From an optimization exercise on the open Yosys and OpenROAD flow, aimed at small area, a short achievable clock period and few clock cycles; shortcuts taken in it are not production practice.
Only simulation tests tie the RTL to the original design; equivalence was not proved.

## flow/design.v (module list and top-level ports; edited modules follow where they fit)
// module f84tp_front: 32 lines
// module f84tp_mul: 42 lines
// module f84tp_sdiv1: 35 lines
// module f84tp_sdiv2: 76 lines
// module f84tp_gdiv: 48 lines
// module f84tp_core: 942 lines
// module f84_transition_probabilities: 96 lines
module f84_transition_probabilities (
    input  logic                   i_clk,
    input  logic                   i_rst_n,
    input  logic                   push,
    output logic                   full,
    input  logic [1:0]             i_op,
    input  logic                   i_whole_matrix,
    input  logic [1:0]             i_row_sel,
    input  logic [1:0]             i_col_sel,
    input  logic [f84tp_pkg::WORD_W-1:0]      i_distance,
    output logic                   empty,
    input  logic                   pop,
    output logic [1:0]             o_row,
    output logic [1:0]             o_col,
    output logic [31:0]            o_value,
    output logic                   o_last,
    input  logic                   i_cfg_valid,
    output logic                   o_cfg_ready,
    input  logic [2:0]             i_cfg_index,
    input  logic [f84tp_pkg::WORD_W-1:0]      i_cfg_data
);
  // ...
==> flow/run.sh <==
#!/bin/bash
# synth_recipe.tcl (not shown) runs the flow's synth.tcl, then flattens the netlist and writes it again
# the make line also repeats each setting of config.mk as NAME=value (left out here)
make -C /OpenROAD-flow-scripts/flow DESIGN_CONFIG=/design/flow/config.mk WORK_HOME=/design/flow/orfs CLKGATE_MAP_FILE= SYNTH_SCRIPT=/design/flow/synth_recipe.tcl finish
==> flow/config.mk <==
export PLATFORM = sky130hd
export DESIGN_NAME = f84_transition_probabilities
export DESIGN_NICKNAME = f84_transition_probabilities
export VERILOG_FILES = /design/flow/design.v
export SDC_FILE = /design/flow/constraint.sdc
export NUM_CORES = 8
export LEC_CHECK = 0
export CAP_MARGIN = 20
export CORE_MARGIN = 2
export CORE_UTILIZATION = 40
export SETUP_SLACK_MARGIN = 4
export SLEW_MARGIN = 20
==> flow/constraint.sdc <==
create_clock -name core_clock -period 14.0 [get_ports {i_clk}]
set_input_delay 2.8000 -clock core_clock [delete_from_list [all_inputs] [get_ports {i_clk}]]
set_output_delay 2.8000 -clock core_clock [all_outputs]
set_load 0.01 [all_outputs]
==> flow_summary.json, run 1 <==
{
  "largest_class": "multi-input gates",
  "slew_headroom_pct": 8.17,
  "clkCellAreaFrac_pct": 3.47,
  "crit_path_end": "u_core.d_y1[66]",
  "status": "no timing/DRC/antenna violations",
  "grt_pass1_vias": 207683,
  "gr-usage-met1_pct": 44.8,
  "multi_input_area_share_pct": 59.0,
  "coreArea_sq_um": 590000,
  "postRouteAntennaNets": 0,
  "setup_viol": 0,
  "drc_errors": 0,
  "fin_area_sq_um": 270000,
  "track_usage_pct": 36.6,
  "yosysMostFrequentCell": "nand2_1",
  "grt_max_degree": 152,
  "whs_ns": 0.406,
  "clockRootBuffer": "clkbuf_16",
  "crit_start": "u_core.r_pr[69]",
  "clock_skew_ns": 0.116,
  "r2r_slack_ns": 3.18,
  "numCtsBuffers": 277,
  "hold_end": "u_core.p_act[0]",
  "max-cap-violations": 0,
  "grtUsageMet2_pct": 52.2,
  "final-nonclk-buf-share_pct": 5.71,
  "dieArea_sq_um": 599000,
  "initialDrtViolationCount": 38468,
  "cts_hold_buf": 0,
  "startpoint_type": "register",
  "wl_met2_mm": 468,
  "hp-class": "reg -> reg",
  "tightest_slew_ns": 1.34,
  "wl_met1_mm": 399,
  "crit_top_cell": "fa_1"
}
Testbench counts, summed over its fixed seeds: cycles 24,103.
==> module f84tp_sdiv1, before the edit <==
module f84tp_sdiv1 (
    input  logic [66:0] i_x,
    input  logic [10:0] i_mo,
    output logic [71:0] o_y
);
    logic [71:0] s, c, a, b, t;
    logic [71:0] y0;
    function automatic logic [71:0] shr(input logic [71:0] v, input logic [10:0] mo,
                                        input int st);
        shr = ({72{mo[1]}}          & (v >> (2 << st)))  |
              ({72{mo[2] | mo[7]}}  & (v >> (4 << st)))  |
              ({72{mo[3]}}          & (v >> (3 << st)))  |
              ({72{mo[4] | mo[10]}} & (v >> (6 << st)))  |
              ({72{mo[5]}}          & (v >> (10 << st))) |
              ({72{mo[6]}}          & (v >> (12 << st))) |
              ({72{mo[8]}}          & (v >> (8 << st)))  |
              ({72{mo[9]}}          & (v >> (18 << st)));
    endfunction
    always_comb begin
        y0 = {i_x, 5'd0};
        s  = y0;
        c  = shr(y0, i_mo, 0);
        for (int i = 1; i < 4; i++) begin
            a = shr(s, i_mo, i);
            b = shr(c, i_mo, i);
            t = s ^ c ^ a;
            c = ((s & c) | (s & a) | (c & a)) << 1;
            s = t;
            t = s ^ c ^ b;
            c = ((s & c) | (s & b) | (c & b)) << 1;
            s = t;
        end
        o_y = s + c;
    end
endmodule
==> module f84tp_sdiv2, before the edit <==
module f84tp_sdiv2 (
    input  logic [71:0] i_y,
    input  logic [10:0] i_xlo,
    input  logic [3:0]  i_mc,
    input  logic [10:0] i_mo,
    output logic [61:0] o_q,
    output logic        o_c
);
    logic [71:0] s, c, a, b, t, y;
    logic [3:0]  p;
    logic        plus;
    logic [10:0] d, r, q11;
    function automatic logic [71:0] shr(input logic [71:0] v, input logic [10:0] mo,
                                        input int st);
        shr = ({72{mo[1]}}          & (v >> (2 << st)))  |
              ({72{mo[2] | mo[7]}}  & (v >> (4 << st)))  |
              ({72{mo[3]}}          & (v >> (3 << st)))  |
              ({72{mo[4] | mo[10]}} & (v >> (6 << st)))  |
              ({72{mo[5]}}          & (v >> (10 << st))) |
              ({72{mo[6]}}          & (v >> (12 << st))) |
              ({72{mo[8]}}          & (v >> (8 << st)))  |
              ({72{mo[9]}}          & (v >> (18 << st)));
    endfunction
    function automatic logic [71:0] shp(input logic [71:0] v, input logic [10:0] mo);
        shp = ({72{mo[2]}} & (v >> 2)) | ({72{mo[4]}} & (v >> 3)) |
              ({72{mo[5]}} & (v >> 5)) | ({72{mo[6]}} & (v >> 6)) |
              ({72{mo[8]}} & (v >> 4)) | ({72{mo[9]}} & (v >> 9));
    endfunction
    always_comb begin
        case (i_mc)
            4'd1:    begin p = 4'd2; plus = 1'b0; end
            4'd2:    begin p = 4'd2; plus = 1'b1; end
            4'd3:    begin p = 4'd3; plus = 1'b0; end
            4'd4:    begin p = 4'd3; plus = 1'b1; end
            4'd5:    begin p = 4'd5; plus = 1'b1; end
            4'd6:    begin p = 4'd6; plus = 1'b1; end
            4'd7:    begin p = 4'd4; plus = 1'b0; end
            4'd8:    begin p = 4'd4; plus = 1'b1; end
            4'd9:    begin p = 4'd9; plus = 1'b1; end
            4'd10:   begin p = 4'd6; plus = 1'b0; end
            default: begin p = 4'd0; plus = 1'b0; end
        endcase
        s = i_y;
        c = shr(i_y, i_mo, 4);
        a = shr(s, i_mo, 5);
        b = shr(c, i_mo, 5);
        t = s ^ c ^ a;
        c = ((s & c) | (s & a) | (c & a)) << 1;
        s = t;
        t = s ^ c ^ b;
        c = ((s & c) | (s & b) | (c & b)) << 1;
        s = t;
        if (plus) begin
            a = ~shp(s, i_mo);
            b = ~shp(c, i_mo);
            t = s ^ c ^ a;
            c = (((s & c) | (s & a) | (c & a)) << 1) | 72'd1;
            s = t;
            t = s ^ c ^ b;
            c = (((s & c) | (s & b) | (c & b)) << 1) | 72'd1;
            s = t;
        end
        y = s + c;
        o_q = ({62{i_mo[1] | i_mo[2]}}  & 62'(y >> 7))  |
              ({62{i_mo[3] | i_mo[4]}}  & 62'(y >> 8))  |
              ({62{i_mo[5]}}            & 62'(y >> 10)) |
              ({62{i_mo[6] | i_mo[10]}} & 62'(y >> 11)) |
              ({62{i_mo[7] | i_mo[8]}}  & 62'(y >> 9))  |
              ({62{i_mo[9]}}            & 62'(y >> 14)) |
              ({62{i_mo[0]}}            & 62'(i_y >> 5));
        q11 = o_q[10:0];
        d   = plus ? ((11'd1 << p) + 11'd1) : ((11'd1 << p) - 11'd1);
        r   = plus ? (i_xlo - (q11 << p) - q11) : (i_xlo - (q11 << p) + q11);
        o_c = (i_mc != 4'd0) && (r >= d);
    end
endmodule
==> module f84tp_gdiv, before the edit <==
module f84tp_gdiv (
    input  logic                          i_clk,
    input  logic                          i_rst_n,
    input  logic                          i_start,
    input  logic [f84tp_pkg::FREQ_W-1:0]  i_a,
    input  logic [f84tp_pkg::FREQ_W-1:0]  i_b,
    output logic [49:0]                   o_q,
    output logic                          o_busy
);
    logic [25:0] r_rem;
    logic [24:0] r_den;
    logic [4:0]  r_cnt;
    logic [49:0] n_q;
    logic [25:0] n_rem;
    always_comb begin
        logic [26:0] t, d;
        n_q   = o_q;
        n_rem = r_rem;
        for (int s = 0; s < 2; s++) begin
            t = {n_rem, n_q[49]};
            n_q = {n_q[48:0], 1'b0};
            d = t - {2'b00, r_den};
            if (!d[26]) begin
                n_rem  = d[25:0];
                n_q[0] = 1'b1;
            end else begin
                n_rem = t[25:0];
            end
        end
    end
    always_ff @(posedge i_clk) begin
        if (i_start) begin
            o_q    <= {1'd0, i_a, 24'd0};
            r_rem  <= '0;
            r_den  <= (i_b == '0) ? 25'd1 : i_b;
            r_cnt  <= 5'd0;
        end else if (o_busy) begin
            o_q   <= n_q;
            r_rem <= n_rem;
            r_cnt <= r_cnt + 5'd1;
        end
    end
    always_ff @(posedge i_clk) begin
        if (!i_rst_n)                      o_busy <= 1'b0;
        else if (i_start)                  o_busy <= 1'b1;
        else if (o_busy && r_cnt == 5'd24) o_busy <= 1'b0;
    end
endmodule
==> run 2, diff against run 1 <==
--- a/flow/design.v
+++ b/flow/design.v
@@ -5,29 +5,29 @@
     localparam logic [63:0] PW1 = 64'h08a95551dfc0e5d0;
     localparam logic [63:0] PW2 = 64'h012c155b8213cf48;
     localparam logic [63:0] PW3 = 64'h00057f08410409eb;
     localparam logic [63:0] PW4 = 64'h00000078d56eebba;
     localparam logic [63:0] MAG_MAXP = 64'h7fff_ffff_ffff_ffff;
     localparam logic [63:0] MAG_MAXN = 64'h8000_0000_0000_0000;
     function automatic logic [64:0] f_sadd(input logic sa, input logic [63:0] ma,
                                            input logic sb, input logic [63:0] mb);
-        logic [64:0] x;
-        logic [63:0] nd;
+        logic [64:0] x, d1;
+        logic [63:0] d2;
         logic [64:0] r;
-        if (sa == sb) x = {1'b0, ma} + {1'b0, mb};
-        else          x = {1'b0, ma} + {1'b0, ~mb} + 65'd1;
-        nd = ~x[63:0] + 64'd1;
+        x  = {1'b0, ma} + {1'b0, mb};
+        d1 = {1'b0, ma} - {1'b0, mb};
+        d2 = mb - ma;
         if (sa == sb) begin
-            if (sa) r = {1'b1, (x > {1'b0, MAG_MAXN}) ? MAG_MAXN : x[63:0]};
-            else    r = {1'b0, (x > {1'b0, MAG_MAXP}) ? MAG_MAXP : x[63:0]};
-        end else if (x[64]) begin
-            r = {sa, x[63:0]};           
+            if (sa) r = {1'b1, (x[64] || (x[63] && |x[62:0])) ? MAG_MAXN : x[63:0]};
+            else    r = {1'b0, (x[64] || x[63]) ? MAG_MAXP : x[63:0]};
+        end else if (!d1[64]) begin
+            r = {sa, d1[63:0]};          
         end else begin
-            r = {sb, nd};                
+            r = {sb, d2};                
         end
         f_sadd = r;
     endfunction
     function automatic logic [64:0] f_sneg(input logic s, input logic [63:0] m);
         if (s && m[63]) f_sneg = {1'b0, MAG_MAXP};
         else            f_sneg = {~s, m};
     endfunction
     function automatic logic [31:0] f_clamp(input logic s, input logic [63:0] m);
@@ -107,161 +107,166 @@
         krow = 97'(i_k);
     end
     always_comb begin
         o_p = crow + krow + SEXT;
         for (int i = 0; i < ND; i++) o_p = o_p + row[i];
     end
 endmodule
 module f84tp_sdiv1 (
-    input  logic [66:0] i_x,
+    input  logic [62:0] i_x,
     input  logic [10:0] i_mo,
-    output logic [71:0] o_y
+    output logic [67:0] o_y
 );
-    logic [71:0] s, c, a, b, t;
-    logic [71:0] y0;
-    function automatic logic [71:0] shr(input logic [71:0] v, input logic [10:0] mo,
-                                        input int st);
-        shr = ({72{mo[1]}}          & (v >> (2 << st)))  |
-              ({72{mo[2] | mo[7]}}  & (v >> (4 << st)))  |
-              ({72{mo[3]}}          & (v >> (3 << st)))  |
-              ({72{mo[4] | mo[10]}} & (v >> (6 << st)))  |
-              ({72{mo[5]}}          & (v >> (10 << st))) |
-              ({72{mo[6]}}          & (v >> (12 << st))) |
-              ({72{mo[8]}}          & (v >> (8 << st)))  |
-              ({72{mo[9]}}          & (v >> (18 << st)));
-    endfunction
+    logic [67:0] s, c, a, b, t, y0;
     always_comb begin
         y0 = {i_x, 5'd0};
-        s  = y0;
-        c  = shr(y0, i_mo, 0);
-        for (int i = 1; i < 4; i++) begin
-            a = shr(s, i_mo, i);
-            b = shr(c, i_mo, i);
-            t = s ^ c ^ a;
-            c = ((s & c) | (s & a) | (c & a)) << 1;
-            s = t;
-            t = s ^ c ^ b;
-            c = ((s & c) | (s & b) | (c & b)) << 1;
-            s = t;
-        end
+        s = y0;
+        c = ({68{i_mo[1]}} & (y0 >> 2))  | ({68{i_mo[2] | i_mo[7]}} & (y0 >> 4)) |
+            ({68{i_mo[3]}} & (y0 >> 3))  | ({68{i_mo[4] | i_mo[10]}} & (y0 >> 6)) |
+            ({68{i_mo[5]}} & (y0 >> 10)) | ({68{i_mo[6]}} & (y0 >> 12)) |
+            ({68{i_mo[8]}} & (y0 >> 8))  | ({68{i_mo[9]}} & (y0 >> 18));
+        a = ({68{i_mo[1]}} & (s >> 4))  | ({68{i_mo[2] | i_mo[7]}} & (s >> 8)) |
+            ({68{i_mo[3]}} & (s >> 6))  | ({68{i_mo[4] | i_mo[10]}} & (s >> 12)) |
+            ({68{i_mo[5]}} & (s >> 20)) | ({68{i_mo[6]}} & (s >> 24)) |
+            ({68{i_mo[8]}} & (s >> 16));
+        b = ({68{i_mo[1]}} & (c >> 4))  | ({68{i_mo[2] | i_mo[7]}} & (c >> 8)) |
+            ({68{i_mo[3]}} & (c >> 6))  | ({68{i_mo[4] | i_mo[10]}} & (c >> 12)) |
+            ({68{i_mo[5]}} & (c >> 20)) | ({68{i_mo[6]}} & (c >> 24)) |
+            ({68{i_mo[8]}} & (c >> 16));
+        t = s ^ c ^ a;
+        c = ((s & c) | (s & a) | (c & a)) << 1;
+        s = t;
+        t = s ^ c ^ b;
+        c = ((s & c) | (s & b) | (c & b)) << 1;
+        s = t;
+        a = ({68{i_mo[1]}} & (s >> 8))  | ({68{i_mo[2] | i_mo[7]}} & (s >> 16)) |
+            ({68{i_mo[3]}} & (s >> 12)) | ({68{i_mo[4]}} & (s >> 24));
+        b = ({68{i_mo[1]}} & (c >> 8))  | ({68{i_mo[2] | i_mo[7]}} & (c >> 16)) |
+            ({68{i_mo[3]}} & (c >> 12)) | ({68{i_mo[4]}} & (c >> 24));
+        t = s ^ c ^ a;
+        c = ((s & c) | (s & a) | (c & a)) << 1;
+        s = t;
+        t = s ^ c ^ b;
+        c = ((s & c) | (s & b) | (c & b)) << 1;
+        s = t;
         o_y = s + c;
     end
 endmodule
 module f84tp_sdiv2 (
-    input  logic [71:0] i_y,
+    input  logic [67:0] i_y,
     input  logic [10:0] i_xlo,
     input  logic [3:0]  i_mc,
     input  logic [10:0] i_mo,
     output logic [61:0] o_q,
     output logic        o_c
 );
-    logic [71:0] s, c, a, b, t, y;
+    logic [67:0] s, c, a, b, t, y;
     logic [3:0]  p;
     logic        plus;
-    logic [10:0] d, r, q11;
-    function automatic logic [71:0] shr(input logic [71:0] v, input logic [10:0] mo,
-                                        input int st);
-        shr = ({72{mo[1]}}          & (v >> (2 << st)))  |
-              ({72{mo[2] | mo[7]}}  & (v >> (4 << st)))  |
-              ({72{mo[3]}}          & (v >> (3 << st)))  |
-              ({72{mo[4] | mo[10]}} & (v >> (6 << st)))  |
-              ({72{mo[5]}}          & (v >> (10 << st))) |
-              ({72{mo[6]}}          & (v >> (12 << st))) |
-              ({72{mo[8]}}          & (v >> (8 << st)))  |
-              ({72{mo[9]}}          & (v >> (18 << st)));
-    endfunction
-    function automatic logic [71:0] shp(input logic [71:0] v, input logic [10:0] mo);
-        shp = ({72{mo[2]}} & (v >> 2)) | ({72{mo[4]}} & (v >> 3)) |
-              ({72{mo[5]}} & (v >> 5)) | ({72{mo[6]}} & (v >> 6)) |
-              ({72{mo[8]}} & (v >> 4)) | ({72{mo[9]}} & (v >> 9));
-    endfunction
+    logic [10:0] d, r, q11, qs;
     always_comb begin
         case (i_mc)
             4'd1:    begin p = 4'd2; plus = 1'b0; end
             4'd2:    begin p = 4'd2; plus = 1'b1; end
             4'd3:    begin p = 4'd3; plus = 1'b0; end
             4'd4:    begin p = 4'd3; plus = 1'b1; end
             4'd5:    begin p = 4'd5; plus = 1'b1; end
             4'd6:    begin p = 4'd6; plus = 1'b1; end
             4'd7:    begin p = 4'd4; plus = 1'b0; end
             4'd8:    begin p = 4'd4; plus = 1'b1; end
             4'd9:    begin p = 4'd9; plus = 1'b1; end
             4'd10:   begin p = 4'd6; plus = 1'b0; end
             default: begin p = 4'd0; plus = 1'b0; end
         endcase
         s = i_y;
-        c = shr(i_y, i_mo, 4);
-        a = shr(s, i_mo, 5);
-        b = shr(c, i_mo, 5);
+        c = ({68{i_mo[1]}} & (i_y >> 16)) | ({68{i_mo[2]}} & (i_y >> 32)) |
+            ({68{i_mo[3]}} & (i_y >> 24));
+        a = ({68{i_mo[1]}} & (s >> 32)) | ({68{i_mo[3]}} & (s >> 48));
+        b = ({68{i_mo[1]}} & (c >> 32)) | ({68{i_mo[3]}} & (c >> 48));
         t = s ^ c ^ a;
         c = ((s & c) | (s & a) | (c & a)) << 1;
         s = t;
         t = s ^ c ^ b;
         c = ((s & c) | (s & b) | (c & b)) << 1;
         s = t;
         if (plus) begin
-            a = ~shp(s, i_mo);
-            b = ~shp(c, i_mo);
+            a = ~(({68{i_mo[2]}} & (s >> 2)) | ({68{i_mo[4]}} & (s >> 3)) |
+                  ({68{i_mo[5]}} & (s >> 5)) | ({68{i_mo[6]}} & (s >> 6)) |
+                  ({68{i_mo[8]}} & (s >> 4)) | ({68{i_mo[9]}} & (s >> 9)));
+            b = ~(({68{i_mo[2]}} & (c >> 2)) | ({68{i_mo[4]}} & (c >> 3)) |
+                  ({68{i_mo[5]}} & (c >> 5)) | ({68{i_mo[6]}} & (c >> 6)) |
+                  ({68{i_mo[8]}} & (c >> 4)) | ({68{i_mo[9]}} & (c >> 9)));
             t = s ^ c ^ a;
-            c = (((s & c) | (s & a) | (c & a)) << 1) | 72'd1;
+            c = (((s & c) | (s & a) | (c & a)) << 1) | 68'd1;
             s = t;
             t = s ^ c ^ b;
-            c = (((s & c) | (s & b) | (c & b)) << 1) | 72'd1;
+            c = (((s & c) | (s & b) | (c & b)) << 1) | 68'd1;
             s = t;
         end
         y = s + c;
         o_q = ({62{i_mo[1] | i_mo[2]}}  & 62'(y >> 7))  |
               ({62{i_mo[3] | i_mo[4]}}  & 62'(y >> 8))  |
               ({62{i_mo[5]}}            & 62'(y >> 10)) |
               ({62{i_mo[6] | i_mo[10]}} & 62'(y >> 11)) |
               ({62{i_mo[7] | i_mo[8]}}  & 62'(y >> 9))  |
               ({62{i_mo[9]}}            & 62'(y >> 14)) |
               ({62{i_mo[0]}}            & 62'(i_y >> 5));
         q11 = o_q[10:0];
-        d   = plus ? ((11'd1 << p) + 11'd1) : ((11'd1 << p) - 11'd1);
-        r   = plus ? (i_xlo - (q11 << p) - q11) : (i_xlo - (q11 << p) + q11);
-        o_c = (i_mc != 4'd0) && (r >= d);
+        qs  = ({11{i_mo[1] | i_mo[2]}}  & (q11 << 2)) | ({11{i_mo[3] | i_mo[4]}} & (q11 << 3)) |
+              ({11{i_mo[5]}}            & (q11 << 5)) | ({11{i_mo[6] | i_mo[10]}} & (q11 << 6)) |
+              ({11{i_mo[7] | i_mo[8]}}  & (q11 << 4)) | ({11{i_mo[9]}} & (q11 << 9));
+        r   = i_xlo - qs + (plus ? -q11 : q11);
+        d   = ({11{i_mo[1]}} & 11'd3)  | ({11{i_mo[2]}} & 11'd5)   | ({11{i_mo[3]}} & 11'd7) |
+              ({11{i_mo[4]}} & 11'd9)  | ({11{i_mo[5]}} & 11'd33)  | ({11{i_mo[6]}} & 11'd65) |
+              ({11{i_mo[7]}} & 11'd15) | ({11{i_mo[8]}} & 11'd17)  | ({11{i_mo[9]}} & 11'd513) |
+              ({11{i_mo[10]}} & 11'd63);
+        o_c = !i_mo[0] && (r >= d);
     end
 endmodule
 module f84tp_gdiv (
     input  logic                          i_clk,
     input  logic                          i_rst_n,
     input  logic                          i_start,
     input  logic [f84tp_pkg::FREQ_W-1:0]  i_a,
     input  logic [f84tp_pkg::FREQ_W-1:0]  i_b,
     output logic [49:0]                   o_q,
     output logic                          o_busy
 );
     logic [25:0] r_rem;
-    logic [24:0] r_den;
+    logic [24:0] r_den;       
+    assign r_den = (i_b == '0) ? 25'd1 : i_b;
     logic [4:0]  r_cnt;
     logic [49:0] n_q;
     logic [25:0] n_rem;
+    logic [26:0] den3;
+    assign den3 = {2'b00, r_den} + {1'b0, r_den, 1'b0};
     always_comb begin
-        logic [26:0] t, d;
-        n_q   = o_q;
-        n_rem = r_rem;
-        for (int s = 0; s < 2; s++) begin
-            t = {n_rem, n_q[49]};
-            n_q = {n_q[48:0], 1'b0};
-            d = t - {2'b00, r_den};
-            if (!d[26]) begin
-                n_rem  = d[25:0];
-                n_q[0] = 1'b1;
-            end else begin
-                n_rem = t[25:0];
-            end
+        logic [27:0] t;
+        logic [28:0] d1, d2, d3;
+        logic [25:0] rm;
+        rm  = r_rem;
+        n_q = o_q;
+        for (int k = 0; k < 1; k++) begin
+            t  = {rm, n_q[49:48]};
+            d1 = {1'b0, t} - {4'b0, r_den};
+            d2 = {1'b0, t} - {3'b0, r_den, 1'b0};
+            d3 = {1'b0, t} - {2'b0, den3};
+            n_q = {n_q[47:0], 2'b00};
+            if (!d3[28])      begin rm = d3[25:0]; n_q[1:0] = 2'd3; end
+            else if (!d2[28]) begin rm = d2[25:0]; n_q[1:0] = 2'd2; end
+            else if (!d1[28]) begin rm = d1[25:0]; n_q[1:0] = 2'd1; end
+            else              begin rm = t[25:0];  n_q[1:0] = 2'd0; end
         end
+        n_rem = rm;
     end
     always_ff @(posedge i_clk) begin
         if (i_start) begin
             o_q    <= {1'd0, i_a, 24'd0};
             r_rem  <= '0;
-            r_den  <= (i_b == '0) ? 25'd1 : i_b;
             r_cnt  <= 5'd0;
         end else if (o_busy) begin
             o_q   <= n_q;
             r_rem <= n_rem;
             r_cnt <= r_cnt + 5'd1;
         end
     end
     always_ff @(posedge i_clk) begin
@@ -288,18 +293,16 @@
     input  logic [24:0] i_pyr,
     output logic        o_empty,
     input  logic        i_pop,
     output logic [1:0]  o_row,
     output logic [1:0]  o_col,
     output logic [31:0] o_value,
     output logic        o_last
 );
-    localparam logic [2:0] PH_IDLE = 3'd0, PH_LW = 3'd2, PH_A2 = 3'd3,
-                           PH_EXP = 3'd4, PH_ENT = 3'd5;
     localparam logic [1:0] CH_IDLE = 2'd0, CH_RUN = 2'd1, CH_POW = 2'd2, CH_DONE = 2'd3;
     localparam logic [3:0] AS_RATE = 4'd0, AS_K2 = 4'd1, AS_CQ0 = 4'd2, AS_CQ1 = 4'd3,
                            AS_CS0 = 4'd4, AS_CS1 = 4'd5, AS_PQ = 4'd6, AS_Q = 4'd7,
                            AS_PI = 4'd8, AS_BC = 4'd9, AS_T = 4'd10, AS_ZERO = 4'd11;
     localparam logic [3:0] BS_DIST = 4'd0, BS_L = 4'd1, BS_PW = 4'd2, BS_E1 = 4'd3,
                            BS_E2 = 4'd4, BS_OME1 = 4'd5, BS_RATE = 4'd6, BS_R2 = 4'd7,
                            BS_K2 = 4'd8, BS_K2SQ = 4'd9, BS_PI = 4'd10, BS_ZERO = 4'd11;
     localparam logic [4:0] WA_NONE = 5'd0, WA_L = 5'd1, WA_A2 = 5'd2, WA_POW = 5'd3,
@@ -312,21 +315,17 @@
                            WA_OUT = 5'd12,      
                            WA_BRAW = 5'd13,     
                            WA_B = 5'd14,        
                            WA_BNEG = 5'd15,     
                            WA_EMIT = 5'd16,     
                            WA_ZERO = 5'd17,     
                            WA_OUTNEG = 5'd18,   
                            WA_NADD2 = 5'd19;    
-    logic [2:0]  r_ph;
     logic [1:0]  r_rot;
-    logic [1:0]  r_op;
-    logic        r_whole, r_single_between;
-    logic [1:0]  r_srow, r_scol;
     logic        r_ent;
     logic [1:0]  q_op;
     logic        q_whole, q_sb;
     logic [1:0]  q_srow, q_scol;
     logic [24:0] q_e1, q_e2, q_ome1;
     logic [64:0] r_t [4];              
     logic [1:0]  ch_st [2];
     logic [4:0]  ch_n  [2];
@@ -338,16 +337,21 @@
     logic        ch_vb [2];
     logic        ch_cc [2];
     logic [64:0] r_cq  [2];
     logic [64:0] r_cs  [2];
     logic [24:0] r_e   [2];
     logic [24:0] r_ome1;               
     logic [28:0] r_l;
     logic        r_lbig;
+    logic        ev [2];
+    logic        l_pend, a2_pend, a2_fl, l_sb;
+    logic [8:0]  rif [2];              
+    logic        rif_wp, rif_rp;
+    logic [1:0]  rif_cnt;
     logic [49:0] r_pq [4];
     logic [48:0] r_q  [4];
     logic [40:0] r_r2;
     logic [40:0] r_k2sq;
     logic [3:0]  dv_k;
     logic        dv_ok, dv_go, dv_wait;
     logic [32:0] r_bc [4];     
     logic [2:0]  e_row;    
@@ -366,33 +370,33 @@
     logic [4:0]  p_act;
     logic [1:0]  p_t, p_u, p_j;
     logic [1:0]  p_orow, p_ocol;
     logic        p_olast, p_pe;
     logic [1:0]  p_pej;
     logic        d_v, d_ch, d_tz;
     logic [3:0]  d_mc;
     logic [10:0] d_xlo;
-    logic [71:0] d_y1;
+    logic [67:0] d_y1;
     logic [37:0] oq [4];
     logic [1:0]  oq_wp, oq_rp;
     logic [2:0]  oq_cnt;
     logic        m_v, m_ser, m_gen, m_ch, m_out;
     logic [3:0]  m_as, m_bs;
     logic [1:0]  m_aj;
     logic        m_sa, m_q62, m_pass, m_wide;
     logic [4:0]  m_act;
     logic [1:0]  m_t, m_u, m_j;
     logic [1:0]  m_orow, m_ocol;
     logic        m_olast, m_pe;
     logic [1:0]  m_pej;
     logic        su_v, su_c;           
     logic [31:0] m_b;                  
     logic [4:0]  m_ka;                 
-    logic [11:0] m_asel;               
+    logic [25:0] m_asel;               
     logic        ch_tz [2];            
     logic [32:0] k2;
     logic [24:0] pi_a [4];
     assign k2 = {1'b0, i_kappa} + 33'h100_0000;
     assign pi_a[0] = i_pi0;
     assign pi_a[1] = i_pi1;
     assign pi_a[2] = i_pi2;
     assign pi_a[3] = i_pi3;
@@ -639,18 +643,25 @@
     logic [1:0]  i_t, i_u, i_j;
     logic [1:0]  i_orow, i_ocol;
     logic        i_olast;
     logic        i_isout;
     logic        i_pe;
     logic [1:0]  i_pej;
     logic        g_l, g_a2, g_pow0, g_pow1, g_dv, g_ent;
     logic        hand;      
-    assign hand = (r_ph == PH_EXP) && (ch_st[0] == CH_DONE) && (ch_st[1] == CH_DONE) &&
-                  dv_ok && !r_ent;
+    logic [8:0]  rif_h;
+    logic        ch_free0, ch_free1, l_ok, a2_ok;
+    assign rif_h = rif[rif_rp];
+    assign hand = (rif_cnt != 2'd0) && dv_ok && !r_ent && (rif_h[8] || (ev[0] && ev[1]));
+    assign ch_free0 = (ch_st[0] == CH_IDLE || ch_st[0] == CH_DONE) && !l_pend;
+    assign ch_free1 = (ch_st[1] == CH_IDLE || ch_st[1] == CH_DONE) && !a2_fl;
+    assign l_ok  = i_rq_valid && (rif_cnt != 2'd2) &&
+                   ((i_rq_op == 2'd3) || (ch_free0 && !a2_pend && !a2_fl));
+    assign a2_ok = a2_pend && ch_free1;
     logic [1:0]  rot_n;
     logic        own0, own1, term0, term1, run0, run1, slot_free;
     logic        tzn0, tzn1;
     logic        out_ok;
     logic        dv_mulphase;
     logic        u_wide;
     assign rot_n = (r_rot == 2'd2) ? 2'd0 : r_rot + 2'd1;
     assign own0  = (rot_n == 2'd0) && (ch_st[0] == CH_RUN);
@@ -662,20 +673,22 @@
     assign run0  = own0 && !term0;
     assign run1  = own1 && !term1;
     assign slot_free = !run0 && !run1;
     assign out_ok = ({1'b0, oq_cnt} + {3'd0, m_v && m_out} + {3'd0, p_out}) < 4'd4;
     logic vfree0, vfree1;
     assign vfree0 = !ch_vb[0] || (p_gen && p_act == WA_POW && p_pass && !p_t[0]);
     assign vfree1 = !ch_vb[1] || (p_gen && p_act == WA_POW && p_pass &&  p_t[0]);
     logic pow_want0, pow_want1;
+    logic p1_block;
+    assign p1_block = m_v && m_gen && m_wide && !m_pass;
     assign pow_want0 = (ch_st[0] == CH_POW) && (ch_b[0] != 3'd5) && ch_ip[0][ch_b[0]] &&
-                       (ch_pp[0] || (!acc_busy && vfree0));
+                       ((ch_pp[0] && !p1_block) || (!ch_pp[0] && !acc_busy && vfree0));
     assign pow_want1 = (ch_st[1] == CH_POW) && (ch_b[1] != 3'd5) && ch_ip[1][ch_b[1]] &&
-                       (ch_pp[1] || (!acc_busy && vfree1));
+                       ((ch_pp[1] && !p1_block) || (!ch_pp[1] && !acc_busy && vfree1));
     assign dv_mulphase = dv_go && (dv_k >= 4'd6) && (dv_k <= 4'd11);
     function automatic logic f_bwide(input logic [3:0] bs);
         case (bs)
             BS_PW:   f_bwide = 1'b1;
             BS_R2:   f_bwide = |r_r2[40:32];
             BS_K2:   f_bwide = k2[32];
             BS_K2SQ: f_bwide = |r_k2sq[40:32];
             default: f_bwide = 1'b0;
@@ -687,40 +700,41 @@
         i_as = AS_ZERO; i_bs = BS_ZERO; i_aj = 2'd0; i_sa = 1'b0; i_q62 = 1'b0;
         i_pass = 1'b0; i_wide = 1'b0; i_pwb = 3'd0; i_act = WA_NONE; i_t = 2'd0; i_u = 2'd0;
         i_j = 2'd0; i_orow = 2'd0; i_ocol = 2'd0; i_olast = 1'b0; i_isout = 1'b0; i_pe = 1'b0; i_pej = 2'd0;
         g_l = 1'b0; g_a2 = 1'b0; g_pow0 = 1'b0; g_pow1 = 1'b0; g_dv = 1'b0; g_ent = 1'b0;
         if (run0) begin
             i_v = 1'b1; i_ser = 1'b1; i_ch = 1'b0;
         end else if (run1) begin
             i_v = 1'b1; i_ser = 1'b1; i_ch = 1'b1;
-        end else if (r_ph == PH_IDLE && i_rq_valid) begin
+        end else if (l_ok) begin
             g_l = 1'b1; i_v = (i_rq_op != 2'd3); i_gen = 1'b1;
             i_as = AS_RATE; i_bs = BS_DIST; i_act = WA_L;
-        end else if (r_ph == PH_A2 && !r_single_between) begin
+        end else if (a2_ok) begin
             g_a2 = 1'b1; i_v = 1'b1; i_gen = 1'b1;
             i_as = AS_K2; i_bs = BS_L; i_act = WA_A2;
         end else if (pow_want0) begin
             g_pow0 = 1'b1; i_v = 1'b1; i_gen = 1'b1; i_q62 = 1'b1; i_wide = 1'b1;
             i_as = AS_CS0; i_bs = BS_PW; i_pwb = ch_b[0]; i_pass = ch_pp[0];
             i_act = WA_POW; i_t = 2'd0;
         end else if (pow_want1) begin
             g_pow1 = 1'b1; i_v = 1'b1; i_gen = 1'b1; i_q62 = 1'b1; i_wide = 1'b1;
             i_as = AS_CS1; i_bs = BS_PW; i_pwb = ch_b[1]; i_pass = ch_pp[1];
             i_act = WA_POW; i_t = 2'd1;
-        end else if (r_ent && uop.v && !(uop.out && !out_ok) && !(u_wide && !e_pass && acc_busy)) begin
+        end else if (r_ent && uop.v && !(uop.out && !out_ok) && !(u_wide && !e_pass && acc_busy) &&
+                     !(u_wide && e_pass && p1_block)) begin
             begin
                 g_ent = 1'b1; i_v = uop.mul || uop.out; i_gen = 1'b1;
                 i_as = uop.as_; i_aj = uop.aj; i_sa = uop.sa; i_bs = uop.bs_;
                 i_act = uop.act; i_t = uop.t; i_u = uop.u; i_j = uop.j;
                 i_orow = uop.orow; i_ocol = uop.ocol; i_olast = uop.olast;
                 i_pass = e_pass; i_wide = u_wide; i_isout = uop.out;
                 i_pe = uop.pe; i_pej = uop.pej;
             end
-        end else if (dv_mulphase && (dv_wait || !acc_busy)) begin
+        end else if (dv_mulphase && ((dv_wait && !p1_block) || (!dv_wait && !acc_busy))) begin
             g_dv = 1'b1; i_v = 1'b1; i_gen = 1'b1;
             case (dv_k)
                 4'd6:  begin i_as = AS_PQ; i_aj = 2'd0; i_bs = BS_PI; i_j = 2'd2; i_act = WA_PQ; end
                 4'd7:  begin i_as = AS_PQ; i_aj = 2'd0; i_bs = BS_PI; i_j = 2'd0; i_act = WA_PQ; end
                 4'd8:  begin i_as = AS_PQ; i_aj = 2'd1; i_bs = BS_PI; i_j = 2'd3; i_act = WA_PQ; end
                 4'd9:  begin i_as = AS_PQ; i_aj = 2'd1; i_bs = BS_PI; i_j = 2'd1; i_act = WA_PQ; end
                 4'd10: begin i_as = AS_RATE; i_bs = BS_RATE; i_act = WA_R2; end
                 default: begin i_as = AS_K2; i_bs = BS_K2; i_act = WA_K2SQ; i_pass = dv_wait;
@@ -739,25 +753,28 @@
     assign m_mc = f_nmc(ch_n[m_ch]);
     assign m_s  = f_ns(ch_n[m_ch]);
     always_comb begin
         a_val = ({64{m_asel[0]}} & 64'(i_rate)) |
                 ({64{m_asel[1]}} & 64'(k2)) |
                 ({64{m_asel[2]}} & r_cq[0][63:0]) |
                 ({64{m_asel[3]}} & r_cq[1][63:0]) |
                 ({64{m_asel[4]}} & r_cs[0][63:0]) |
-                ({64{m_asel[5]}} & r_cs[1][63:0]) |
-                ({64{m_asel[6]}} & 64'(r_pq[m_aj])) |
-                ({64{m_asel[7]}} & 64'(r_q[m_aj])) |
-                ({64{m_asel[8]}} & 64'(pi_a[m_aj])) |
-                ({64{m_asel[9]}} & 64'(r_bc[m_aj][31:0])) |
-                ({64{m_asel[10]}} & r_t[m_aj][63:0]);
+                ({64{m_asel[5]}} & r_cs[1][63:0]);
         a_sgn = (m_asel[2] & r_cq[0][64]) | (m_asel[3] & r_cq[1][64]) |
                 (m_asel[4] & r_cs[0][64]) | (m_asel[5] & r_cs[1][64]) |
-                (m_asel[7] & m_sa) | (m_asel[10] & r_t[m_aj][64]);
+                (|m_asel[13:10] & m_sa);
+        for (int q = 0; q < 4; q++) begin
+            a_val = a_val | ({64{m_asel[6 + q]}}  & 64'(r_pq[q])) |
+                            ({64{m_asel[10 + q]}} & 64'(r_q[q])) |
+                            ({64{m_asel[14 + q]}} & 64'(pi_a[q])) |
+                            ({64{m_asel[18 + q]}} & 64'(r_bc[q][31:0])) |
+                            ({64{m_asel[22 + q]}} & r_t[q][63:0]);
+            a_sgn = a_sgn | (m_asel[22 + q] & r_t[q][64]);
+        end
     end
     logic [63:0] i_bfull;
     logic [31:0] i_b;
     always_comb begin
         case (i_pwb)
             3'd0:    pw_sel = f84tp_pkg::PW0;
             3'd1:    pw_sel = f84tp_pkg::PW1;
             3'd2:    pw_sel = f84tp_pkg::PW2;
@@ -780,38 +797,38 @@
         endcase
         if (i_ser) i_b = 32'(ch_fa[i_ch]);
         else       i_b = i_pass ? i_bfull[63:32] : i_bfull[31:0];
     end
     always_comb begin
         b_val = m_b;
         b_c   = m_ser && ch_cc[m_ch];
         if (m_ser)       k_val = 65'(m_ka) << 23;
-        else if (m_pass) k_val = (p_gen && p_wide && !p_pass) ? 65'(r_pr[96:32]) : 65'(r_acc[72:8]);
+        else if (m_pass) k_val = 65'(r_acc[72:8]);
         else             k_val = m_q62 ? (65'd1 << 61) : (65'd1 << 23);
     end
     logic [96:0] m_prod;
     f84tp_mul u_mul (
         .i_a (a_val),
         .i_b (b_val),
         .i_c (b_c),
         .i_k (k_val),
         .o_p (m_prod)
     );
     logic [66:0] x_sh;
-    logic [71:0] y1_w;
+    logic [67:0] y1_w;
     logic [61:0] d2_q;
     logic        d2_c;
     always_comb begin
         x_sh = ({67{p_so[0]}} & r_pr[90:24]) | ({67{p_so[1]}} & r_pr[91:25]) |
                ({67{p_so[2]}} & r_pr[92:26]) | ({67{p_so[3]}} & r_pr[93:27]) |
                ({67{p_so[4]}} & r_pr[94:28]);
     end
     f84tp_sdiv1 u_sd1 (
-        .i_x  (x_sh),
+        .i_x  (x_sh[62:0]),
         .i_mo (p_mo),
         .o_y  (y1_w)
     );
     f84tp_sdiv2 u_sd2 (
         .i_y   (d_y1),
         .i_xlo (d_xlo),
         .i_mc  (d_mc),
         .i_mo  (d_mo),
@@ -831,16 +848,18 @@
     logic [104:0] w_tot;      
     logic         w_big;      
     logic [63:0]  w_mag;      
     logic         w_s;
     logic [64:0]  w_r;        
     logic [64:0]  w_tu, w_tt;
     logic [64:0]  w_sum, w_x, w_y, w_add;
     logic [32:0]  w_outv;     
+    logic [32:0]  w_bv;
+    logic [64:0]  w_bneg;
     logic [63:0]  w_q62;
     always_comb begin
         if (p_pass) w_tot = {r_pr, r_acc[7:0]};
         else        w_tot = 105'(r_pr[96:24]);
         w_big = |w_tot[104:63];
         w_s   = p_sign;
         if (w_s) w_mag = w_big ? f84tp_pkg::MAG_MAXN : w_tot[63:0];
         else     w_mag = w_big ? f84tp_pkg::MAG_MAXP : w_tot[63:0];
@@ -858,16 +877,19 @@
         w_add = f84tp_pkg::f_sadd(w_x[64], w_x[63:0], w_y[64], w_y[63:0]);
         case (p_act)
             WA_ADDPJ, WA_OUTADD, WA_NEGADD, WA_ADD, WA_NADD2: w_sum = w_add;
             WA_BNEG, WA_OUTNEG: w_sum = f84tp_pkg::f_sneg(w_s, w_mag);
             default:   w_sum = w_r;
         endcase
         w_outv = {w_sum[64], (|w_sum[63:31]) ? (w_sum[64] ? 32'h8000_0000 : 32'h7fff_ffff)
                                              : w_sum[31:0]};
+        w_bneg = (p_act == WA_BNEG) ? f84tp_pkg::f_sneg(w_s, w_mag) : w_r;
+        w_bv   = {w_bneg[64], (|w_bneg[63:31]) ? (w_bneg[64] ? 32'h8000_0000 : 32'h7fff_ffff)
+                                               : w_bneg[31:0]};
     end
     logic        oq_push;
     logic [37:0] oq_din;
     logic        w_live;
     assign w_live = p_gen && !(p_wide && !p_pass);    
     always_comb begin
         oq_push = 1'b0;
         oq_din  = {p_orow, p_ocol, w_outv, p_olast};
@@ -924,17 +946,24 @@
                  (su_sub ? {1'b1, ~r_cq[su_c][63:0]} : {1'b0, r_cq[su_c][63:0]}) +
                  65'(su_sub ? !ch_cc[su_c] : ch_cc[su_c]);
         if (su_sub) su_res = {1'b0, su_x[64] ? 64'd0 : su_x[63:0]};
         else        su_res = {1'b0, su_x[63:0]};
     end
     assign o_rq_take = g_l;
     always_ff @(posedge i_clk) begin
         if (!i_rst_n) begin
-            r_ph     <= PH_IDLE;
+            l_pend   <= 1'b0;
+            a2_pend  <= 1'b0;
+            a2_fl    <= 1'b0;
+            rif_wp   <= 1'b0;
+            rif_rp   <= 1'b0;
+            rif_cnt  <= 2'd0;
+            ev[0]    <= 1'b0;
+            ev[1]    <= 1'b0;
             r_rot    <= 2'd0;
             ch_st[0] <= CH_IDLE;
             ch_st[1] <= CH_IDLE;
             ch_pp[0] <= 1'b0;
             ch_pp[1] <= 1'b0;
             ch_vb[0] <= 1'b0;
             ch_vb[1] <= 1'b0;
             acc_busy <= 1'b0;
@@ -963,67 +992,67 @@
             m_gen <= i_v && i_gen;
             m_out <= i_v && i_isout && !(i_wide && !i_pass);
             su_v  <= own0 || own1;
             su_c  <= own1;
             p_ser <= m_v && m_ser;
             p_gen <= m_v && m_gen;
             p_out <= m_v && m_out;
             d_v   <= p_ser;
-            case (r_ph)
-                PH_IDLE: if (g_l) r_ph <= (i_rq_op == 2'd3) ? PH_EXP : PH_LW;
-                PH_LW:   r_ph <= PH_A2;      
-                PH_A2: begin
-                    if (r_single_between) begin
-                        r_ph     <= PH_EXP;
-                    end else if (g_a2) begin
-                        r_ph     <= PH_EXP;
-                    end
-                end
-                PH_EXP: if (hand) r_ph <= PH_IDLE;
-                default: r_ph <= PH_IDLE;
-            endcase
+            if (g_l && i_rq_op != 2'd3) l_pend <= 1'b1;
+            else if (p_gen && p_act == WA_L) l_pend <= 1'b0;
+            if (p_gen && p_act == WA_L) a2_pend <= 1'b1;
+            else if (g_a2) a2_pend <= 1'b0;
+            if (g_a2) a2_fl <= 1'b1;
+            else if (p_gen && p_act == WA_A2) a2_fl <= 1'b0;
+            if (g_l) rif_wp <= !rif_wp;
+            if (hand) rif_rp <= !rif_rp;
+            rif_cnt <= rif_cnt + 2'(g_l) - 2'(hand);
             for (int c = 0; c < 2; c++) begin
                 if ((c == 0) ? term0 : term1) begin
                     ch_st[c] <= CH_POW;
                     ch_b[c]  <= 3'd0;
                 end
                 if (m_v && m_ser && m_ch == c[0]) begin
                     ch_n[c]  <= ch_n[c] + 5'd1;
                     ch_fa[c] <= f_fa(ch_f[c], ch_n[c] + 5'd1);
                 end
                 if (ch_st[c] == CH_POW) begin
                     if (ch_b[c] == 3'd5) begin
-                        if (!ch_vb[c]) ch_st[c] <= CH_DONE;
+                        if (!ch_vb[c] && !ev[c]) begin
+                            ch_st[c] <= CH_DONE;
+                            ev[c]    <= 1'b1;
+                        end
                     end else if (!ch_ip[c][ch_b[c]]) begin
                         ch_b[c] <= ch_b[c] + 3'd1;
                     end else if ((c == 0) ? g_pow0 : g_pow1) begin
                         if (!ch_pp[c]) begin
                             ch_pp[c] <= 1'b1;
                         end else begin
                             ch_pp[c] <= 1'b0;
                             ch_vb[c] <= 1'b1;
                             ch_b[c]  <= ch_b[c] + 3'd1;
                         end
                     end
                 end
                 if (p_gen && p_act == WA_POW && p_pass && p_t[0] == c[0]) ch_vb[c] <= 1'b0;
             end
-            if (g_l && i_rq_op == 2'd3) begin
-                ch_st[0] <= CH_DONE;
-                ch_st[1] <= CH_DONE;
+            if (hand && !rif_h[8]) begin
+                ev[0] <= 1'b0;
+                ev[1] <= 1'b0;
             end
             if (p_gen && p_act == WA_L) begin
-                ch_st[0] <= (|w_tot[104:29]) ? CH_DONE : CH_RUN;
-                ch_st[1] <= ((|w_tot[104:29]) || r_single_between) ? CH_DONE : CH_IDLE;
+                ch_st[0] <= (|w_tot[104:29]) ? CH_POW : CH_RUN;
+                ch_b[0]  <= 3'd5;
                 ch_n[0]  <= 5'd2;
                 ch_fa[0] <= {5'd0, w_tot[23:0]};
             end
-            if (p_gen && p_act == WA_A2 && !r_lbig) begin
-                ch_st[1] <= (|w_tot[104:29]) ? CH_DONE : CH_RUN;
+            if (p_gen && p_act == WA_A2) begin
+                ch_st[1] <= (r_lbig || l_sb || (|w_tot[104:29])) ? CH_POW : CH_RUN;
+                ch_b[1]  <= 3'd5;
                 ch_n[1]  <= 5'd2;
                 ch_fa[1] <= {5'd0, w_tot[23:0]};
             end
             if (i_cfg_wr)                              acc_busy <= 1'b0;
             else if (i_v && i_gen && !i_pass && i_wide) acc_busy <= 1'b1;
             else if (i_v && i_gen && i_pass)            acc_busy <= 1'b0;
             if (hand) r_ent <= 1'b1;
             else if (g_ent && uop.fin && !(u_wide && !e_pass)) r_ent <= 1'b0;
@@ -1074,55 +1103,57 @@
             end
             if (oq_push) oq_wp <= oq_wp + 2'd1;
             if (i_pop && oq_cnt != 3'd0) oq_rp <= oq_rp + 2'd1;
             oq_cnt <= oq_cnt + 3'(oq_push) - 3'(i_pop && oq_cnt != 3'd0);
         end
     end
     always_ff @(posedge i_clk) begin
         if (hand) begin
-            q_op    <= r_op;
-            q_whole <= r_whole;
-            q_srow  <= r_srow;
-            q_scol  <= r_scol;
-            q_sb    <= r_single_between;
+            q_op    <= rif_h[8] ? 2'd3 : rif_h[6:5];
+            q_whole <= rif_h[4];
+            q_srow  <= rif_h[3:2];
+            q_scol  <= rif_h[1:0];
+            q_sb    <= !rif_h[4] && (rif_h[2] ^ rif_h[0]);
             q_e1    <= r_e[0];
             q_e2    <= r_e[1];
             q_ome1  <= r_ome1;
         end
         if (g_l) begin
-            r_op    <= i_rq_op;
-            r_whole <= i_rq_whole;
-            r_srow  <= i_rq_row;
-            r_scol  <= i_rq_col;
-            r_single_between <= !i_rq_whole && (i_rq_row[0] ^ i_rq_col[0]);
+            rif[rif_wp] <= {i_rq_op == 2'd3, 1'b0, i_rq_op, i_rq_whole, i_rq_row, i_rq_col};
+            if (i_rq_op != 2'd3) l_sb <= !i_rq_whole && (i_rq_row[0] ^ i_rq_col[0]);
         end
         m_ch    <= i_ch;
         m_as    <= i_as;
         m_b     <= i_b;
         m_ka    <= f84tp_mul_a(ch_n[i_ch]);
-        for (int q = 0; q < 12; q++) m_asel[q] <= 1'b0;
-        if (i_ser) m_asel[i_ch ? 3 : 2] <= 1'b1;
-        else if (i_as <= AS_T) m_asel[i_as] <= 1'b1;
+        m_asel <= '0;
+        if (i_ser)                 m_asel[i_ch ? 3 : 2] <= 1'b1;
+        else if (i_as <= AS_CS1)   m_asel[i_as] <= 1'b1;
+        else if (i_as == AS_PQ)    m_asel[6 + i_aj] <= 1'b1;
+        else if (i_as == AS_Q)     m_asel[10 + i_aj] <= 1'b1;
+        else if (i_as == AS_PI)    m_asel[14 + i_aj] <= 1'b1;
+        else if (i_as == AS_BC)    m_asel[18 + i_aj] <= 1'b1;
+        else if (i_as == AS_T)     m_asel[22 + i_aj] <= 1'b1;
         m_bs    <= i_bs;
         m_aj    <= i_aj;
         m_sa    <= i_sa;
         m_q62   <= i_q62;
         m_pass  <= i_pass;
         m_wide  <= i_wide;
         m_act   <= i_act;
         m_t     <= i_t;
         m_u     <= i_u;
         m_j     <= i_j;
         m_orow  <= i_orow;
         m_ocol  <= i_ocol;
         m_olast <= i_olast;
         m_pe    <= i_pe;
         m_pej   <= i_pej;
-        if (m_v) begin
+        begin
             r_pr    <= m_prod;
             p_ch    <= m_ch;
             p_mc    <= m_mc;
             p_mo    <= 11'd1 << m_mc;
             p_so    <= 5'd1 << m_s;
             p_s     <= m_s;
             p_pass  <= m_pass;
             p_wide  <= m_wide;
@@ -1133,74 +1164,68 @@
             p_u     <= m_u;
             p_j     <= m_j;
             p_orow  <= m_orow;
             p_ocol  <= m_ocol;
             p_olast <= m_olast;
             p_pe    <= m_pe;
             p_pej   <= m_pej;
         end
-        if (p_ser) begin
+        begin
             d_y1  <= y1_w;
             d_xlo <= x_sh[10:0];
             d_tz  <= x_lt_d;
             d_mc  <= p_mc;
             d_mo  <= p_mo;
             d_ch  <= p_ch;
         end
         if (p_gen && p_wide && !p_pass) r_acc <= r_pr[96:24];
         for (int c = 0; c < 2; c++) begin
             if (d_v && d_ch == c[0]) begin
                 r_cq[c]  <= {1'b0, 2'b00, d2_q};
                 ch_cc[c] <= d2_c;
                 ch_tz[c] <= d_tz;
             end
             if (su_v && su_c == c[0]) r_cs[c] <= su_res;
-            if (ch_st[c] == CH_POW && ch_b[c] == 3'd5 && !ch_vb[c])
+            if (ch_st[c] == CH_POW && ch_b[c] == 3'd5 && !ch_vb[c] && !ev[c])
                 r_e[c] <= e_rnd[c];
         end
-        if (ch_st[0] == CH_POW && ch_b[0] == 3'd5 && !ch_vb[0])
+        if (ch_st[0] == CH_POW && ch_b[0] == 3'd5 && !ch_vb[0] && !ev[0])
             r_ome1 <= 25'h100_0000 - e_rnd[0];
         if (p_gen && p_act == WA_L) begin
             r_l    <= w_tot[28:0];
             r_lbig <= |w_tot[104:29];
             ch_f[0]  <= w_tot[23:0];
             ch_ip[0] <= w_tot[28:24];
             r_cq[0]  <= {1'b0, 2'b00, w_tot[23:0], 38'd0};
             ch_cc[0] <= 1'b0;
             ch_tz[0] <= (w_tot[23:0] == 24'd0);
-            r_cs[0]  <= {1'b0, 64'd1 << 62};
-            if (|w_tot[104:29]) begin
-                r_e[0] <= 25'd0;
-                r_e[1] <= 25'd0;
-                r_ome1 <= 25'h100_0000;
-            end
+            r_cs[0]  <= (|w_tot[104:29]) ? 65'd0 : {1'b0, 64'd1 << 62};
         end
-        if (p_gen && p_act == WA_A2 && !r_lbig) begin
+        if (p_gen && p_act == WA_A2) begin
             ch_f[1]  <= w_tot[23:0];
             ch_ip[1] <= w_tot[28:24];
             r_cq[1]  <= {1'b0, 2'b00, w_tot[23:0], 38'd0};
             ch_cc[1] <= 1'b0;
             ch_tz[1] <= (w_tot[23:0] == 24'd0);
-            r_cs[1]  <= {1'b0, 64'd1 << 62};
-            if (|w_tot[104:29]) r_e[1] <= 25'd0;
+            r_cs[1]  <= (r_lbig || l_sb || (|w_tot[104:29])) ? 65'd0 : {1'b0, 64'd1 << 62};
         end
         if (w_live) begin
             case (p_act)
                 WA_POW: r_cs[p_t[0]] <= {1'b0, w_q62};
                 WA_PQ:  r_pq[p_j] <= w_mag[49:0];
                 WA_R2:  r_r2 <= w_mag[40:0];
                 WA_K2SQ: r_k2sq <= w_mag[40:0];
                 WA_T, WA_ADDPJ, WA_NEGADD, WA_ADD, WA_NADD2: r_t[p_t] <= w_sum;
                 WA_BRAW: r_bc[p_j] <= {1'b0, w_mag[31:0]};
-                WA_B, WA_BNEG: r_bc[p_j] <= w_outv;
+                WA_B, WA_BNEG: r_bc[p_j] <= w_bv;
                 default: ;
             endcase
         end
-        if (dv_go && dv_wait && dv_k <= 4'd5 && !gd_busy && !i_cfg_wr) begin
+        if (dv_go && dv_wait && dv_k <= 4'd5 && !gd_busy) begin
             case (dv_k)
                 4'd0: begin r_pq[0] <= {1'b0, gd_q[48:0]}; r_pq[1] <= {1'b0, gd_q2[48:0]}; end
                 4'd1: begin r_q[0]  <= gd_q[48:0];          r_q[1]  <= gd_q2[48:0]; end
                 default: begin r_q[2] <= gd_q[48:0];        r_q[3]  <= gd_q2[48:0]; end
             endcase
         end
         if (oq_push) oq[oq_wp] <= oq_din;
     end
==> flow/config.mk (replaced) <==
export PLATFORM = sky130hd
export DESIGN_NAME = f84_transition_probabilities
export DESIGN_NICKNAME = f84_transition_probabilities
export VERILOG_FILES = /design/flow/design.v
export SDC_FILE = /design/flow/constraint.sdc
export NUM_CORES = 8
export LEC_CHECK = 0
export CAP_MARGIN = 20
export CORE_MARGIN = 2
export CORE_UTILIZATION = 30
export PLACE_DENSITY = 0.5
export SETUP_SLACK_MARGIN = 5
export SLEW_MARGIN = 20
==> run 2 against run 1 <==
  * Fmax increased by 11%
  * Critical path depth decreased by 1
  * Clock skew rose by 0.045 ns
  * Area after synthesis is 3.5% lower
  * Via count decreased by 0.29%
  * Die area is 29% higher
  * Utilization is 11 points lower
  * Wire length increased by 13%
  * Sequential share of layout area down 0.62 points
  * Critical path type unchanged
==> flow_summary.json, run 2 <==
{
  "grt_overflow": 0,
  "numCtsBuffers": 292,
  "clkLatencyLatePin_ns": 1.09,
  "ys_warn_count": 24,
  "synthAdderAreaFrac_pct": 20.3,
  "clockBufferDepth": 4,
  "synth_xor_area_share_pct": 6.94,
  "synth_compound_area_share_pct": 22.4,
  "finalSetupTns_ns": 0,
  "crit_top_cell": "fa_1",
  "highest_layer": "met5",
  "slew_headroom_pct": 3.39,
  "largest_register_ff_count": 260,
  "grt_max_degree": 182,
  "nets": 27097,
  "rsz0062_at_grt": "true",
  "wire_per_inst_um": 37.2,
  "synth_seq_cells": 2455,
  "cts_tree": "built",
  "synth_top_family_by_area": "compound AO/OA/AOI/OAI gates",
  "max-cap-violations": 0,
  "period_share_pct": 69.6,
  "syn-num-nets": 27095,
  "drive_gt1_share_pct": 14.4,
  "gp_congestion": 1.05,
  "routed_wl_mm": 1300,
  "via_count": 219790,
  "synth_mux_area_share_pct": 4.47,
  "max_freq_mhz": 103,
  "clock_skew_ns": 0.161,
  "drc_errors": 0,
  "crit_fanout": 12,
  "synth_area_leaders": "edfxtp_1 22%, fa_1 13%, dfxtp_1 6.8%",
  "cts.sinks": 2455,
  "fin_crit_ns": 9.74,
  "synth_top_cells_by_count": "2272 x nand2_1, 1852 x inv_1, 1772 x a22oi_1, 1673 x edfxtp_1, 1563 x clkbuf_1",
  "grt_pass1_vias": 204207,
  "cp_slowest_cell": "o211ai_1",
  "yosys.area_share.simple_pct": 10.9,
  "portBuffers": 117,
  "r2r_slack_ns": 4.26,
  "syn_area_sq_um": 229000,
  "grt_pass1_wl_mm": 1740,
  "cp-end-kind": "register",
  "num_rows": 320,
  "yosysMostFrequentCell": "nand2_1",
  "final_common_cell": "nand2_1",
  "start_util_pct": 30.1,
  "clockRootBuffer": "clkbuf_16",
  "dpl.hpwl_mm": 947,
  "antenna_found_initial": 195,
  "cts_hold_buf": 0,
  "status": "no timing/DRC/antenna violations",
  "dp_cells": 33410,
  "slew_violations": 0,
  "coreArea_sq_um": 760000,
  "ys_seq_area_share_pct": 28.8,
  "track_usage_pct": 31.9,
  "synthFlopType": "edfxtp_1",
  "ios": 119,
  "critPathMaxStageDelay_ns": 0.69,
  "fin_area_sq_um": 266000,
  "whs_ns": 0.216,
  "final_cells": 34849,
  "cp.arrival_ns": 10.63,
  "clk_pin_slew_worst_paths_ns": 0.07,
  "avgSynthCellArea_sq_um": 9.44,
  "dpl_cell_area_sq_um": 243000,
  "finalHoldViolCount": 0,
  "worstHoldStart": "u_core.m_t[1]",
  "largest-register": "u_core.r_t",
  "ys_types": 109,
  "rr_startpoint": "u_core.m_asel[1]",
  "yosys.area.top_type": "edfxtp_1",
  "async_flop_share_pct": 0,
  "tightest_slew_ns": 1.44,
  "whs_path_depth": 0,
  "synth_edf_count": 1673,
  "dieWidth_um": 877,
  "synth_top_area_share_pct": 22.0,
  "cp.required_ns": 14.89,
  "cts-htree-levels": 5,
  "dieArea_sq_um": 770000,
  "die_y_um": 877,
  "initialDrtViolationCount": 35758,
  "area_growth_pct": 16.1,
  "layout_common_cells": "2204 x nand2_1, 1812 x inv_1, 1673 x edfxtp_1, 1669 x a22oi_1, 1469 x fa_1",
  "setup_viol": 0,
  "hold_end": "u_core.p_t[1]",
  "critPathKind": "reg -> reg",
  "startpoint_type": "register",
  "viasPerCell": 6.31,
  "wl_met2_mm": 533,
  "postRouteAntennaNets": 0,
  "syn_inst": 24230,
  "detail_route.first_pass.iterations": 15,
  "rr_worst_depth": 36,
  "regToRegEndpoint": "u_core.r_pr[85]",
  "hp-class": "reg -> reg",
  "wl_met1_mm": 487,
  "reg.largest.list": "u_core.r_t: 260 flops, u_core.r_pq: 200 flops, u_core.r_q: 196 flops",
  "met3_length_mm": 165
}
[run 2: area by class of cell]
type / count / area, sq um
antenna: 235 / 588
clock buffer: 376 / 8000
clock inverter: 157 / 1540
fill: 77125 / 494000
inverter: 1873 / 7090
multi-input combinational: 18002 / 155000
sequential: 2455 / 66100
tap: 10143 / 12700
timing repair buffer: 1608 / 14800
[run 2: worst max-delay path by stage]
stage / startpoint / endpoint / cells after the start
global route: u_core.d_mo[3] / u_core.ch_cc[1] / 39
CTS: u_core.d_mo[2] / u_core.ch_cc[0] / 36
floorplan: u_core.d_mo[2] / u_core.ch_cc[0] / 43
global placement: u_core.m_asel[3] / u_core.r_pr[95] / 31
detailed placement: u_core.m_asel[3] / u_core.r_pr[95] / 31
finish: u_core.m_asel[1] / u_core.r_pr[85] / 36
[run 2: logic make-up (layout without fill, tap and decap cells)]
| kind of cell | count (synthesis) | count (layout) |
|---|---|---|
| AO/OA/AOI/OAI | 7240 | 7242 |
| XOR/XNOR | 1811 | 1811 |
| adder cells (fa/ha/maj) | 2786 | 2786 |
| buffers and inverters | 3782 | 4014 |
| flip-flops | 2455 | 2455 |
| multiplexers | 747 | 747 |
| other | 1 | 236 |
| AND/OR/NAND/NOR | 5408 | 5415 |
[run 2: routing by layer]
layer	vias to the layer above	global-route usage, %
li1	88867	-
met1	110990	40.3
met2	16420	46.0
met3	3451	10.5
met4	62	21.5
met5	-	0.523
[run 2: repair_timing]
item	in CTS	in global routing
endpoints found under the setup margin	555	459
buffers inserted	414	213
gates resized for setup	819	569
cloned	25	13
pin swaps	326	330
[run 2: critical path, delay by kind of cell (launching register included)]
| family | cells | cell delay (ns) |
|---|---|---|
| AOI/OAI and AO/OA | 12 | 2.85 |
| xor gates and xnor gates | 2 | 0.28 |
| adders and majority gates | 7 | 3.07 |
| buffers and inverters | 8 | 1.37 |
| DFF | 1 | 0.48 |
| and+or+nand+nor | 7 | 1.41 |
[run 2: per-stage QoR]
stage / util [%] / setup slack [ns]
final: 35.0 / 4.26
after global routing: 35.0 / 3.91
after CTS: 34.3 / 4.38
after detailed placement: 32.0 / 2.26
after global placement: 32.0 / 2.15
after floorplan: - / 4.89
Testbench counts of run 2, summed over its fixed seeds: cycles 22,204.
==> run 3, diff against run 2 <==
--- a/flow/config.mk
+++ b/flow/config.mk
@@ -10,4 +10,4 @@
 export CORE_UTILIZATION = 30
 export PLACE_DENSITY = 0.5
-export SETUP_SLACK_MARGIN = 5
+export SETUP_SLACK_MARGIN = 4
 export SLEW_MARGIN = 20
==> run 3 against run 2 <==
  * Synthesized cell count is the same
  * Utilization decreased by 0.98 points
  * Cell count decreased by 1.0%
  * Global-route usage is 0.32 points lower
  * Design area fell by 2.8%
  * Largest cell class unchanged
  * Highest routed layer unchanged
==> flow_summary.json, run 3 <==
{
  "grt_max_degree": 153,
  "wire_per_inst_um": 37.0,
  "drive_gt1_share_pct": 11.2,
  "numCtsBuffers": 295,
  "startpoint_type": "register",
  "fin_crit_ns": 10.09,
  "cp.required_ns": 14.90,
  "drc_errors": 0,
  "detail_route.first_pass.iterations": 13,
  "syn-num-nets": 27095,
  "clockBufferDepth": 4,
  "critPathMaxStageDelay_ns": 0.79,
  "cp.arrival_ns": 10.99,
  "avgSynthCellArea_sq_um": 9.44,
  "max_freq_mhz": 99.1,
  "cts_hold_buf": 0,
  "clkLatencyLatePin_ns": 1.06,
  "r2r_slack_ns": 3.91,
  "dieWidth_um": 877,
  "start_util_pct": 30.1,
  "die_y_um": 877,
  "ys_types": 109,
  "routed_wl_mm": 1280,
  "clockRootBuffer": "clkbuf_16",
  "status": "no timing/DRC/antenna violations",
  "crit_fanout": 36,
  "largest-register": "u_core.r_t",
  "finalHoldViolCount": 0,
  "cts_tree": "built",
  "rsz0062_at_grt": "true",
  "final_cells": 34485,
  "grt_pass1_wl_mm": 1720,
  "slew_violations": 0,
  "via_count": 217090,
  "yosysMostFrequentCell": "nand2_1",
  "coreArea_sq_um": 760000,
  "async_flop_share_pct": 0,
  "clock_skew_ns": 0.156,
  "synthFlopType": "edfxtp_1",
  "syn_inst": 24230,
  "initialDrtViolationCount": 36368,
  "clk_pin_slew_worst_paths_ns": 0.06,
  "whs_ns": 0.210,
  "setup_viol": 0,
  "cts-htree-levels": 5,
  "layout_common_cells": "2220 x nand2_1, 1831 x inv_1, 1741 x a22oi_1, 1673 x edfxtp_1, 1518 x fa_1",
  "ys_seq_area_share_pct": 28.8,
  "whs_path_depth": 0,
  "dpl_cell_area_sq_um": 243000,
  "dpl.hpwl_mm": 955,
  "cp_slowest_cell": "o221ai_2",
  "worstHoldStart": "u_core.m_act[0]",
  "fin_area_sq_um": 258000,
  "finalSetupTns_ns": 0,
  "synth_top_cells_by_count": "2272 x nand2_1, 1852 x inv_1, 1772 x a22oi_1, 1673 x edfxtp_1, 1563 x clkbuf_1",
  "crit_top_cell": "a21oi_1",
  "track_usage_pct": 31.5,
  "rr_worst_depth": 28,
  "num_rows": 320,
  "gp_congestion": 1.07,
  "slew_headroom_pct": 4.19,
  "viasPerCell": 6.30,
  "nets": 26725,
  "syn_area_sq_um": 229000,
  "hold_end": "u_core.p_act[0]",
  "postRouteAntennaNets": 0,
  "grt_pass1_vias": 202361,
  "portBuffers": 117
}
run 3: cell counts after synthesis:
Identical to the previous run, type by type.
run 3: timing repair:
| action | in CTS | in global routing |
|---|---|---|
| pin swaps | 84 | 120 |
| cloned | 8 | 5 |
| gates resized for setup | 339 | 266 |
| buffers inserted | 164 | 86 |
| endpoints found under the setup margin | 480 | 329 |
run 3: area by class of cell:
| type | count | area (sq um) |
|---|---|---|
| Clock buffer | 392 | 8190 |
| Timing Repair Buffer | 1237 | 10600 |
| Clock inverter | 142 | 1290 |
| Antenna cell | 245 | 613 |
| Sequential cell | 2455 | 66100 |
| Tap cell | 10143 | 12700 |
| Fill cell | 77609 | 501000 |
| Inverter | 1873 | 7080 |
| Multi-Input combinational cell | 17998 | 152000 |
run 3: cell families after synthesis:
logic type,count (synthesis),synth area share [%]
AOI/OAI and AO/OA,7240,22.4
DFF,2455,28.8
adders and majority gates,2786,20.3
and+or+nand+nor,5408,10.9
other,1,0.00164
xor gates and xnor gates,1811,6.94
buffers and inverters,3782,6.27
muxes,747,4.47
run 3: stage by stage:
| step | util, % | worst slack, ns |
|---|---|---|
| 5_1_grt | 34.0 | 3.92 |
| 6_report | 34.0 | 3.91 |
| 3_3_place_gp | 32.0 | 1.30 |
| 3_5_place_dp | 32.0 | 1.35 |
| 4_1_cts | 33.7 | 3.94 |
| 2_1_floorplan | - | 4.01 |
run 3: worst max path at each step:
stage | start | endpoint | slack [ns] | cells after the start
4_1_cts | u_core.r_pr[87] | u_core.oq[1][30] | 3.94 | 32
2_1_floorplan | u_core.d_mo[2] | u_core.ch_cc[1] | 4.01 | 43
5_1_grt | u_core.d_mo[1] | u_core.ch_cc[0] | 3.92 | 39
6_report | u_core.r_pr[87] | u_core.oq[1][4] | 3.91 | 28
3_3_place_gp | u_core.p_pass | u_core.oq[0][28] | 1.30 | 29
3_5_place_dp | u_core.p_pass | u_core.oq[0][18] | 1.35 | 29
run 3: layer usage:
metal / track usage [%] / up-vias / share of wire, %
li1: - / 88131 / -
met1: 40.2 / 109846 / 38
met2: 45.9 / 16027 / 42
met3: 9.80 / 3028 / 12
met4: 20.8 / 58 / 8.0
met5: 0.418 / - / 0.059
run 3: critical path: cells and delay by family (launching register included):
kind / cells / cell delay [ns]
flip-flops: 1 / 0.40
AO/OA/AOI/OAI: 10 / 3.43
buffers and inverters: 6 / 1.82
adder cells (fa/ha/maj): 1 / 0.59
AND/OR/NAND/NOR: 10 / 3.27
XOR/XNOR: 1 / 0.36

-- separate check: timing with driven ports --
In the flow no input, the clock included, has a driving cell. The finished layouts below were timed again as built, in two steps.
Step 1 (the two cells are an assumption about what drives the block):
set clk [get_ports {i_clk}]
set_driving_cell -lib_cell sky130_fd_sc_hd__clkbuf_16 $clk
set_driving_cell -lib_cell sky130_fd_sc_hd__buf_2 [delete_from_list [all_inputs] $clk]
Step 2 adds t to the input delays and takes it off the output delays; t is the mean of the earliest and latest rising clock arrival at the registers after step 1. Input paths then give back, and output paths get back, about the clock's delay inside the block.
a / b / c = ideal ports / drivers / drivers and shift; a / b = the first two.
| run | t, ns | setup slack, ns | pins driven straight from the clock port |
|---|---|---|---|
| run 1 | 1.117 | 3.184 / 3.184 / 3.184 | 1 |
| run 2 | 1.165 | 4.261 / 4.261 / 4.261 | 1 |
| run 3 | 1.143 | 3.910 / 3.910 / 3.910 | 1 |
After both steps setup and hold are still met in every run listed.
